Source: an optimization exercise on an open RTL-to-GDS flow (aim: small area). Production flows keep margins and buffers that such runs may drop.
The RTL was checked by simulation tests, not by an equivalence proof against the original design.

== MS ==
==> flow/design.v <==
module cmd_decode (
   input  logic [3:0] cmd,
   output logic       add_sel,
   output logic       shift_sel,
   output logic       bad_op
);
   assign add_sel = (cmd == 4'd1) ||
                    (cmd == 4'd2);
   assign shift_sel = (cmd == 4'd5) ||
                      (cmd == 4'd6);
   assign bad_op = (cmd != 4'd0) && !add_sel && !shift_sel;
endmodule
module prio_lane_bit (
   input  logic [3:0] ns,
   input  logic [3:0] d,
   output logic       y
);
   logic n0, n1;
   prio_oai22 u_a (.a0(d[0]), .b0(ns[0]), .a1(d[1]), .b1(ns[1]), .y(n0));
   prio_oai22 u_b (.a0(d[2]), .b0(ns[2]), .a1(d[3]), .b1(ns[3]), .y(n1));
   prio_nor2  u_o (.a(n0), .b(n1), .y(y));
endmodule
module prio_read_bit (
   input  logic [15:0] s,
   input  logic [15:0] d,
   output logic        y
);
   logic [3:0] n;
   logic       h, r;
   genvar i;
   generate
      for (i = 0; i < 4; i++) begin : g_a
         prio_aoi222 u_a (.a0(s[3*i]),   .b0(d[3*i]),
                          .a1(s[3*i+1]), .b1(d[3*i+1]),
                          .a2(s[3*i+2]), .b2(d[3*i+2]), .y(n[i]));
      end
   endgenerate
   prio_nand4 u_h (.a(n[0]), .b(n[1]), .c(n[2]), .d(n[3]), .y(h));
   prio_ao221 u_r (.a0(s[12]), .b0(d[12]), .a1(s[13]), .b1(d[13]), .c(h), .y(r));
   prio_ao221 u_o (.a0(s[14]), .b0(d[14]), .a1(s[15]), .b1(d[15]), .c(r), .y(y));
endmodule
module prio_aoi222 (
   input  logic a0, b0,
   input  logic a1, b1,
   input  logic a2, b2,
   output logic y
);
   assign y = ~((a0 & b0) | (a1 & b1) | (a2 & b2));
endmodule
module prio_ao221 (
   input  logic a0, b0,
   input  logic a1, b1,
   input  logic c,
   output logic y
);
   assign y = (a0 & b0) | (a1 & b1) | c;
endmodule
module prio_oai22 (
   input  logic a0, b0,
   input  logic a1, b1,
   output logic y
);
   assign y = ~((a0 | b0) & (a1 | b1));
endmodule
module prio_nand4 (
   input  logic a,
   input  logic b,
   input  logic c,
   input  logic d,
   output logic y
);
   assign y = ~(a & b & c & d);
endmodule
module prio_nor2 (
   input  logic a,
   input  logic b,
   output logic y
);
   assign y = ~(a | b);
endmodule
module prio_top (
   input  logic                                      c_clk,
   input  logic                                      rst,
   input  logic [4*70-1:0]    hold,
   output logic                                      adder_out_vld,
   output logic [72-1:0]                    adder_out,
   output logic                                      shift_out_vld,
   output logic [72-1:0]                    shift_out,
   output logic [4*3-1:0]    invalid
);
   localparam int NP = 4;
   localparam int SW = 69;     
   logic [NP-1:0] q_sel [2];   
   logic [NP-1:0] bad_op;
   logic [SW-1:0] ent [NP];    
   genvar p, q, b, k, j;
   generate
      for (p = 0; p < NP; p++) begin : g_port
         cmd_decode u_decode (
            .cmd       (hold[p*70 + 66 +: 4]),
            .add_sel   (q_sel[0][p]),
            .shift_sel (q_sel[1][p]),
            .bad_op    (bad_op[p])
         );
         assign ent[p] = {hold[p*70 + 67], 2'(p), hold[p*70 +: 66]};
      end
   endgenerate
   logic [NP-1:0]   inv_op_q;
   logic [2*NP-1:0] inv_tag_q;
   always_ff @(posedge c_clk) begin
      if (rst) begin
         inv_op_q <= '0;
      end else begin
         inv_op_q <= bad_op;
      end
   end
   always_ff @(posedge c_clk) begin
      for (int i = 0; i < NP; i++) begin
         inv_tag_q[2*i +: 2] <= hold[i*70 + 64 +: 2];
      end
   end
   generate
      for (p = 0; p < NP; p++) begin : g_inv
         assign invalid[p*3 +: 3] = {inv_op_q[p], inv_tag_q[2*p +: 2]};
      end
   endgenerate
   logic [SW-1:0] hq   [2];    
   logic          hvld [2];
   logic          qpop [2];
   generate
      for (q = 0; q < 2; q++) begin : g_q
         logic [4:0] hd;
         logic [4:0] tl;
         logic [SW-1:0] mem [16];
         logic [3:0]    pos  [NP];
         logic [3:0]    lsel [4];     
         logic [SW-1:0] lane [4];
         logic [15:0]   we;
         logic [15:0]   rsel;
         logic [2:0]    nsel;
         always_comb begin
            logic [2:0] n;
            n = '0;
            for (int i = 0; i < NP; i++) begin
               pos[i] = tl[3:0] + 4'(n);
               n      = n + 3'(q_sel[q][i]);
            end
            nsel = n;
            for (int c = 0; c < 4; c++) begin
               for (int i = 0; i < NP; i++) begin
                  lsel[c][i] = q_sel[q][i] && (pos[i][1:0] == 2'(c));
               end
            end
            for (int s = 0; s < 16; s++) begin
               we[s] = 1'b0;
               for (int i = 0; i < NP; i++) begin
                  if (q_sel[q][i] && (pos[i] == 4'(s))) begin
                     we[s] = 1'b1;
                  end
               end
               rsel[s] = (hd[3:0] == 4'(s));
            end
         end
         for (b = 0; b < 4; b++) begin : g_lane
            assign lane[b][67:66] = {lsel[b][3] | lsel[b][2], lsel[b][3] | lsel[b][1]};
            for (j = 0; j < SW; j++) begin : g_bit
               if (j != 66 && j != 67) begin : g_sel
                  prio_lane_bit u_lane (
                     .ns (~lsel[b]),
                     .d  ({ent[3][j], ent[2][j], ent[1][j], ent[0][j]}),
                     .y  (lane[b][j])
                  );
               end
            end
         end
         always_ff @(posedge c_clk) begin
            for (int s = 0; s < 16; s++) begin
               if (we[s]) begin
                  mem[s] <= lane[s % 4];
               end
            end
         end
         for (j = 0; j < SW; j++) begin : g_rd
            logic [15:0] col;
            for (k = 0; k < 16; k++) begin : g_col
               assign col[k] = mem[k][j];
            end
            prio_read_bit u_rd (
               .s (rsel),
               .d (col),
               .y (hq[q][j])
            );
         end
         assign hvld[q] = (hd != tl);
         always_ff @(posedge c_clk) begin
            if (rst) begin
               hd <= '0;
               tl <= '0;
            end else begin
               hd <= hd + 5'(qpop[q]);
               tl <= tl + 5'(nsel);
            end
         end
      end
   endgenerate
   logic turn;
   logic conflict;
   assign conflict = hvld[0] && hvld[1] && (hq[0][67:66] == hq[1][67:66]);
   assign qpop[0] = hvld[0] && (!conflict || (turn == 1'b0));
   assign qpop[1] = hvld[1] && (!conflict || (turn == 1'b1));
   always_ff @(posedge c_clk) begin
      if (rst) begin
         turn <= 1'b0;
      end else if (conflict) begin
         turn <= ~turn;
      end
   end
   assign adder_out_vld = qpop[0];
   assign adder_out     = {2'b00, hq[0][68], ~hq[0][68], hq[0][67:0]};
   assign shift_out_vld = qpop[1];
   assign shift_out     = {2'b01, hq[1][68], ~hq[1][68], hq[1][67:0]};
endmodule
clock: 7.5 ns
lec_check: 0
abc_clock_period_in_ps: 7500
cap_margin: 20
core_margin: 2
core_utilization: 60
gpl_routability_driven: 1
place_density: 0.68
slew_margin: 20
synth_hierarchical: 1
synth_minimum_keep_size: 0
standard.sh (not shown) runs the stock make flow with config.mk's settings and CLKGATE_MAP_FILE= SYNTH_SCRIPT=/design/flow/synth_recipe.tcl, a recipe that flattens the netlist after the stock synthesis.
==> flow/flow/run.sh <==
#!/bin/bash
# The standard layout (the standard.sh, standard synthesis unchanged) with
# two changes:
#  - the input and output ports are buffered with buf_1 cells instead of the
#    default clkdlybuf4s50_1, which is larger and not needed at this period;
#  - the clock tree is built from clkbuf_8 cells over clusters of at most 16
#    sinks within 60 um, without CTS's dummy balancing loads.
# Each ORFS step writes its full log under orfs/logs/; the make output as a
# whole goes to standard.log in this folder.
set -uo pipefail

CTS="-sink_clustering_enable -repair_clock_nets"
CTS="$CTS -buf_list sky130_fd_sc_hd__clkbuf_8"
CTS="$CTS -sink_clustering_size 16 -sink_clustering_max_diameter 60"
CTS="$CTS -dont_use_dummy_load"

bash standard.sh \
   BUFFER_PORTS_ARGS="-buffer_cell sky130_fd_sc_hd__buf_1" \
   CTS_ARGS="$CTS" \
   finish > standard.log 2>&1
status=$?
tail -n 20 standard.log
exit $status
diff inputs: MS => JK
--- a/flow/design.v
+++ b/flow/design.v
@@ -133,5 +133,4 @@
          logic [4:0] tl;
          logic [SW-1:0] mem [16];
-         logic [3:0]    pos  [NP];
          logic [3:0]    lsel [4];     
          logic [SW-1:0] lane [4];
@@ -139,25 +138,32 @@
          logic [15:0]   rsel;
          logic [2:0]    nsel;
+         logic [1:0] pre  [NP];       
+         logic [1:0] kb   [4];
+         logic [3:0] rowa;            
+         logic [3:0] rowb;            
          always_comb begin
             logic [2:0] n;
             n = '0;
             for (int i = 0; i < NP; i++) begin
-               pos[i] = tl[3:0] + 4'(n);
+               pre[i] = n[1:0];
                n      = n + 3'(q_sel[q][i]);
             end
             nsel = n;
+            for (int r = 0; r < 4; r++) begin
+               rowa[r] = (tl[3:2] == 2'(r));
+            end
+            rowb = {rowa[2:0], rowa[3]};
             for (int c = 0; c < 4; c++) begin
+               kb[c] = 2'(c) - tl[1:0];
                for (int i = 0; i < NP; i++) begin
-                  lsel[c][i] = q_sel[q][i] && (pos[i][1:0] == 2'(c));
-               end
-            end
-            for (int s = 0; s < 16; s++) begin
-               we[s] = 1'b0;
-               for (int i = 0; i < NP; i++) begin
-                  if (q_sel[q][i] && (pos[i] == 4'(s))) begin
-                     we[s] = 1'b1;
-                  end
-               end
-               rsel[s] = (hd[3:0] == 4'(s));
+                  lsel[c][i] = q_sel[q][i] && (pre[i] == kb[c]);
+               end
+               for (int r = 0; r < 4; r++) begin
+                  we[4*r + c] = (3'(kb[c]) < nsel) &&
+                                ((2'(c) < tl[1:0]) ? rowb[r] : rowa[r]);
+               end
+            end
+            for (int t = 0; t < 16; t++) begin
+               rsel[t] = (hd[3:0] == 4'(t));
             end
          end
### Flow results
Having completed the whole flow, JK delivered a layout that passed the timing, DRC and antenna checks. Number of detailed-route iterations in the first pass was higher in MS than in JK. The total non-filler cell area in the finished layout of JK was superior to that of MS. Setup WNS MS -> JK: worse. [compare] base=MS new=JK: synthesis-to-finish area growth +0.26 points; portion of the post-synthesis area used by sequential elements now sits higher. Diff MS -> JK | wire length of the first global-routing pass | decrease of about 5%.

[re-timing with driven ports]
Ports are ideal in the flow. The routed layouts listed here were re-timed in OpenROAD. Step 1 assumes that a clkbuf_16 drives the clock port and a buf_2 every other input. Step 2, shift: input delay + t, output delay - t, t = (earliest + latest rising clock arrival at the registers) / 2. This alone moves slack from input paths to output paths. a / b / c = no drivers / after step 1 / after step 2; a / b = the first two.
| run | t, ns | setup slack, ns | hold WS [ns] | worst setup path at the end |
|---|---|---|---|---|
| MS | 1.000 | 1.033 / 0.949 / 1.032 | 0.542 / 0.542 / 0.542 | input to register |
| JK | 1.014 | 0.936 / 0.852 / 0.865 | 0.530 / 0.530 / 0.530 | input to register |
After both steps every run listed still meets setup and hold. The setup slack of JK, which loses most, moves by -0.084 ns with the drivers and by -0.071 ns with both steps.
